Source: an optimization exercise on an open RTL-to-GDS flow (aim: small area, a short achievable clock period and few clock cycles). Production flows keep margins and buffers that such runs may drop.
The RTL was checked by simulation tests, not by an equivalence proof against the original design.

## exp/sierra
==> flow/design.v (excerpt) <==
module rbm_top (
  input  logic                   finish,
  input  logic                   rst_n,
  input  rbm_pkg::feature_beat_t in_beat,
  input  logic                   in_valid,
  output logic                   in_ready,
  output rbm_pkg::rbm_result_t   out_result,
  output logic                   out_valid,
  input  logic                   out_ready
);
Size in the first run: roughly 1900 cells after synthesis, about 270 flip-flops, about 60 I/O pins, about 0.018 mm² of cells after synthesis.
clock: 10.0 ns
lec_check: 0
cap_margin: 50
core_margin: 2
core_utilization: 55
slew_margin: 50
standard.sh (not shown) runs the stock make flow with config.mk's settings and CLKGATE_MAP_FILE= SYNTH_SCRIPT=/design/flow/synth_recipe.tcl, a recipe that flattens the netlist after the stock synthesis.
==> flow/flow/run.sh <==
#!/bin/bash
# The standard layout with two changes: the port buffers are buf_4 cells,
# and timing repair keeps working until the setup slack reaches
# SETUP_SLACK_MARGIN (the clock period and constraints are unchanged).
set -euo pipefail
bash standard.sh SETUP_SLACK_MARGIN=6.7 "BUFFER_PORTS_ARGS=-buffer_cell sky130_fd_sc_hd__buf_4" finish > standard.log 2>&1
Testbench counts of exp/sierra, summed over its fixed seeds: cycles 5,864.
The inputs of exp/zinc differ from those of exp/sierra as listed below.
- changing CAP_MARGIN from 50 to 75
- setting PLACE_DENSITY to 0.8 for the first time
- changing CORE_UTILIZATION from 55 to 70
- changing SLEW_MARGIN from 50 to 75
==> flow/flow/run.sh <==
#!/bin/bash
# The standard layout, with its timing repair aimed below the clock period:
# repair_timing keeps working until the setup slack reaches SETUP_SLACK_MARGIN.
set -euo pipefail
bash standard.sh SETUP_SLACK_MARGIN=6.6 finish > standard.log 2>&1
Findings:
Compared to exp/sierra, exp/zinc has worst setup slack 0.15 ns lower. As of exp/zinc, footprint of the multi-input gates had risen slightly compared to exp/sierra. exp/zinc: number of logic stages on the critical path including buffering is 8 lower than what exp/sierra reported. A worst setup path endpoint of d0x[5] is what exp/sierra shows, while out_result[16] belongs to exp/zinc. Buffering overhead: exp/zinc vs exp/sierra up 1.6 points. Taking exp/sierra as the reference point, the wire length reported by the detailed router of exp/zinc rises by 1.4 mm.
Input changes introduced in exp/indigo (baseline for comparison: exp/zinc):
- CORE_UTILIZATION: 70 -> 55
- PLACE_DENSITY: 0.8 -> unset
[summary]
NOTE: number of instances resized during post-cts repair in exp/indigo exceeds that of exp/zinc. Delta (exp/indigo minus exp/zinc): area of the die rose about 27%, routed via count divided by cell count moved down, first-pass GRT wire length moved up. exp/zinc ended up with fewer cell instances than exp/indigo did. exp/indigo vs. exp/zinc: tightest hold margin decreased 0.0065 ns, remaining max-slew budget at the tightest pin increased 1.8 points, final worst-path setup slack decreased 0.0044 ns.
Here is what was changed in the inputs of exp/tundra compared with exp/indigo.
==> flow/flow/run.sh <==
#!/bin/bash
# The standard layout with two changes: the port buffers are buf_4 cells,
# and timing repair keeps working until the setup slack reaches
# SETUP_SLACK_MARGIN (the clock period and constraints are unchanged).
set -euo pipefail
bash standard.sh SETUP_SLACK_MARGIN=6.7 "BUFFER_PORTS_ARGS=-buffer_cell sky130_fd_sc_hd__buf_4" finish > standard.log 2>&1
## What came out
- Having completed the whole flow, exp/tundra delivered a layout that passed the timing, design-rule and antenna checks.
- In the flow results for exp/indigo and exp/tundra, the share of final layout cell area taken by clock buffers and inverters is smaller on exp/indigo.
- In the tables for exp/indigo and exp/tundra, hold slack reads higher with exp/tundra.
- exp/tundra against exp/indigo: worst path arrival time dropped 0.20 ns; layout buffer count excluding clock buffers went down 10; worst setup slack rose 0.20 ns; total area of multi-input combinational cells dropped about 0.43%.
- Taking exp/indigo as 1.0, exp/tundra lands at 1.06 on maximum frequency.
- Between exp/indigo and exp/tundra, critical path depth decreased.
- Looking at routed wire length across exp/indigo and exp/tundra, the one that comes out higher is exp/indigo.

---

Another version of the RTL of rbm_top (not shown whole).
Size: about 1800 cells after synthesis, roughly 18000 um^2 of cells after synthesis.
clock: 10.0 ns
lec_check: 0
cap_margin: 50
core_margin: 2
core_utilization: 55
cts_cluster_diameter: 80
cts_cluster_size: 24
slew_margin: 50
==> flow/flow/run.sh <==
#!/bin/bash
# The standard layout with two changes: the port buffers are buf_4 cells,
# and timing repair keeps working until the setup slack reaches
# SETUP_SLACK_MARGIN (the clock period and constraints are unchanged).
set -euo pipefail
bash standard.sh SETUP_SLACK_MARGIN=6.7 "BUFFER_PORTS_ARGS=-buffer_cell sky130_fd_sc_hd__buf_4" finish > standard.log 2>&1
The first run completed with no timing, DRC or antenna violations.
Testbench counts at the start, summed over its fixed seeds: cycles 5,864.
Rerun with:
==> flow/flow/run.sh (replaced) <==
#!/bin/bash
# The standard layout with two changes: the port buffers are buf_4 cells,
# and timing repair keeps working until the setup slack reaches
# SETUP_SLACK_MARGIN (the clock period and constraints are unchanged).
set -euo pipefail
bash standard.sh SETUP_SLACK_MARGIN=6.8 "BUFFER_PORTS_ARGS=-buffer_cell sky130_fd_sc_hd__buf_4" finish > standard.log 2>&1
What happened: Critical path depth fell by 17; clock-buffer cell count rose by 3; cell count rose slightly; hold slack stays flat; synthesized area is unchanged.

---

Setup of try-fjord:
rbm_top with an RTL version that a note above also has.
Size: about 1,900 cells after synthesis, roughly 270 flip-flops.
clock: 10.0 ns
lec_check: 0
cap_margin: 75
core_margin: 2
core_utilization: 55
slew_margin: 75
==> flow/flow/run.sh <==
#!/bin/bash
# The standard layout with two changes: the port buffers are buf_4 cells,
# and timing repair keeps working until the setup slack reaches
# SETUP_SLACK_MARGIN (the clock period and constraints are unchanged).
set -euo pipefail
bash standard.sh SETUP_SLACK_MARGIN=6.55 "BUFFER_PORTS_ARGS=-buffer_cell sky130_fd_sc_hd__buf_4" finish > standard.log 2>&1
Testbench counts of try-fjord, summed over its fixed seeds: cycles 5,864.
Setup changes, try-fjord to try-ember
- CAP_MARGIN changed from 75 to 20
- SLEW_MARGIN changed from 75 to 20
--- a/flow/flow/run.sh
+++ b/flow/flow/run.sh
@@ -6 +6 @@
-bash standard.sh SETUP_SLACK_MARGIN=6.55 "BUFFER_PORTS_ARGS=-buffer_cell sky130_fd_sc_hd__buf_4" finish > standard.log 2>&1
+bash standard.sh SETUP_SLACK_MARGIN=6.7 "BUFFER_PORTS_ARGS=-buffer_cell sky130_fd_sc_hd__buf_4" finish > standard.log 2>&1
==> comparison <==
Multi-input logic area (try-ember vs. try-fjord) decreases slightly. Between try-fjord and try-ember, the post-CTS setup repair buffer count is lower for try-fjord.
--- input diff try-ember..try-harbor ---
- putting CTS_BUF_LIST at sky130_fd_sc_hd__clkbuf_8 where nothing was set
- swapping 20 for 50 in CAP_MARGIN
- swapping 20 for 50 in SLEW_MARGIN
Findings:
Compared with try-ember, try-harbor shows a lower met2 usage. A critical path start-end classification of reg -> reg is what try-ember shows, while reg -> out belongs to try-harbor. Cmp try-harbor and try-ember / register-to-register slack / higher: try-ember. Between try-harbor and try-ember, it is try-harbor whose met3 layer wire length in the routed design is higher, by about 5%. Compared with try-ember, in try-harbor aggregate global-route resource usage went down by 0.21 points, total detailed-routing wirelength shows no meaningful change, fraction of the cycle the final worst path needs increased 0.87 points.
### try-harbor -> try-tundra
- an added CTS_CLUSTER_SIZE of 24
- an added CTS_CLUSTER_DIAMETER of 80
- a deleted CTS_BUF_LIST that had been sky130_fd_sc_hd__clkbuf_8
## What came out
As far as footprint of the flip-flops and latches goes, try-harbor and try-tundra are indistinguishable; the numbers are identical.
Delta(non-clock buffer count in the final layout, try-tundra - try-harbor) < 0
Compared with try-harbor, try-tundra ends up with a smaller final cell area.
Going from try-harbor to try-tundra, post-detailed-placement half-perimeter wirelength held, total wirelength of the detailed-routed design went down 730 um, area of the core region held.

---

== run A ==
Starting RTL as in the previous note.
Settings: LEC_CHECK=0, CAP_MARGIN=75, CORE_MARGIN=2, CORE_UTILIZATION=70, PLACE_DENSITY=0.8, SLEW_MARGIN=75; clock period 10.0 ns.
==> flow/flow/run.sh <==
#!/bin/bash
# The standard layout with two changes: the port buffers are buf_4 cells,
# and timing repair keeps working until the setup slack reaches
# SETUP_SLACK_MARGIN (the clock period and constraints are unchanged).
set -euo pipefail
bash standard.sh SETUP_SLACK_MARGIN=6.7 "BUFFER_PORTS_ARGS=-buffer_cell sky130_fd_sc_hd__buf_4" finish > standard.log 2>&1
Testbench counts of run A, summed over its fixed seeds: cycles 5,864.
diff inputs: run A => run B
-- flow/flow/run.sh --
<<< run A, line 6
bash standard.sh SETUP_SLACK_MARGIN=6.7 "BUFFER_PORTS_ARGS=-buffer_cell sky130_fd_sc_hd__buf_4" finish > standard.log 2>&1
>>> run B, line 6
bash standard.sh SETUP_SLACK_MARGIN=6.8 "BUFFER_PORTS_ARGS=-buffer_cell sky130_fd_sc_hd__buf_4" finish > standard.log 2>&1
-- flow/config.mk --
<<< run A, line 10
export CORE_UTILIZATION = 70
export PLACE_DENSITY = 0.8
>>> run B, line 10
export CORE_UTILIZATION = 55
[summary]
- Clock skew across run B and run A: no real change.
- Via count of the first global-routing pass was lower in the run labelled run B.
- Changes observed in run B relative to run A: fraction of layout cells with a size suffix above 1 now larger; routed wire length now smaller; routability congestion estimate now smaller.
- Higher sum of routed wire segments on met1 among run B and run A: run B
- The setup slack of run B is larger than that of run A.

-- port drivers added, routing unchanged --
Ports are ideal in the flow. The routed layouts listed here were re-timed in OpenROAD.
Step 1: set_driving_cell puts a clkbuf_16 on finish and a buf_2 on each other input, an assumption about the parent block.
Step 2 moves the port delays by t, midway between the first and last clock arrival at a register: inputs arrive t later, outputs are due t later. That takes back most of the time a late clock gives input paths.
Slacks: no drivers / after step 1 / after step 2; pairs: no drivers / after step 1.
run | shift t [ns] | setup slack, ns | worst data-port slew with drivers (ns) | cell pins on the clock port's net
exp/sierra | 0.566 | 6.765 / 6.748 / 6.536 | 0.04 | 1
exp/zinc | 0.573 | 6.615 / 6.565 / 6.357 | 0.04 | 1
exp/indigo | 0.567 | 6.610 / 6.556 / 6.528 | 0.03 | 1
exp/tundra | 0.569 | 6.806 / 6.752 / 6.584 | 0.03 | 1
the first run of note 2 | 0.569 | 6.709 / 6.692 / 6.451 | 0.04 | 1
the second run of note 2 | 0.561 | 6.747 / 6.696 / 6.417 | 0.05 | 1
try-fjord | 0.568 | 6.695 / 6.650 / 6.573 | 0.03 | 1
try-ember | 0.565 | 6.749 / 6.740 / 6.529 | 0.03 | 1
try-harbor | 0.635 | 6.663 / 6.614 / 6.535 | 0.04 | 1
try-tundra | 0.577 | 6.685 / 6.685 / 6.538 | 0.04 | 1
run A | 0.611 | 6.751 / 6.699 / 6.509 | 0.04 | 1
run B | 0.573 | 6.792 / 6.740 / 6.552 | 0.04 | 1
After both steps every run listed still meets setup and hold. The setup slack of the second run of note 2, which loses most, moves by -0.051 ns with the drivers and by -0.330 ns with both steps.
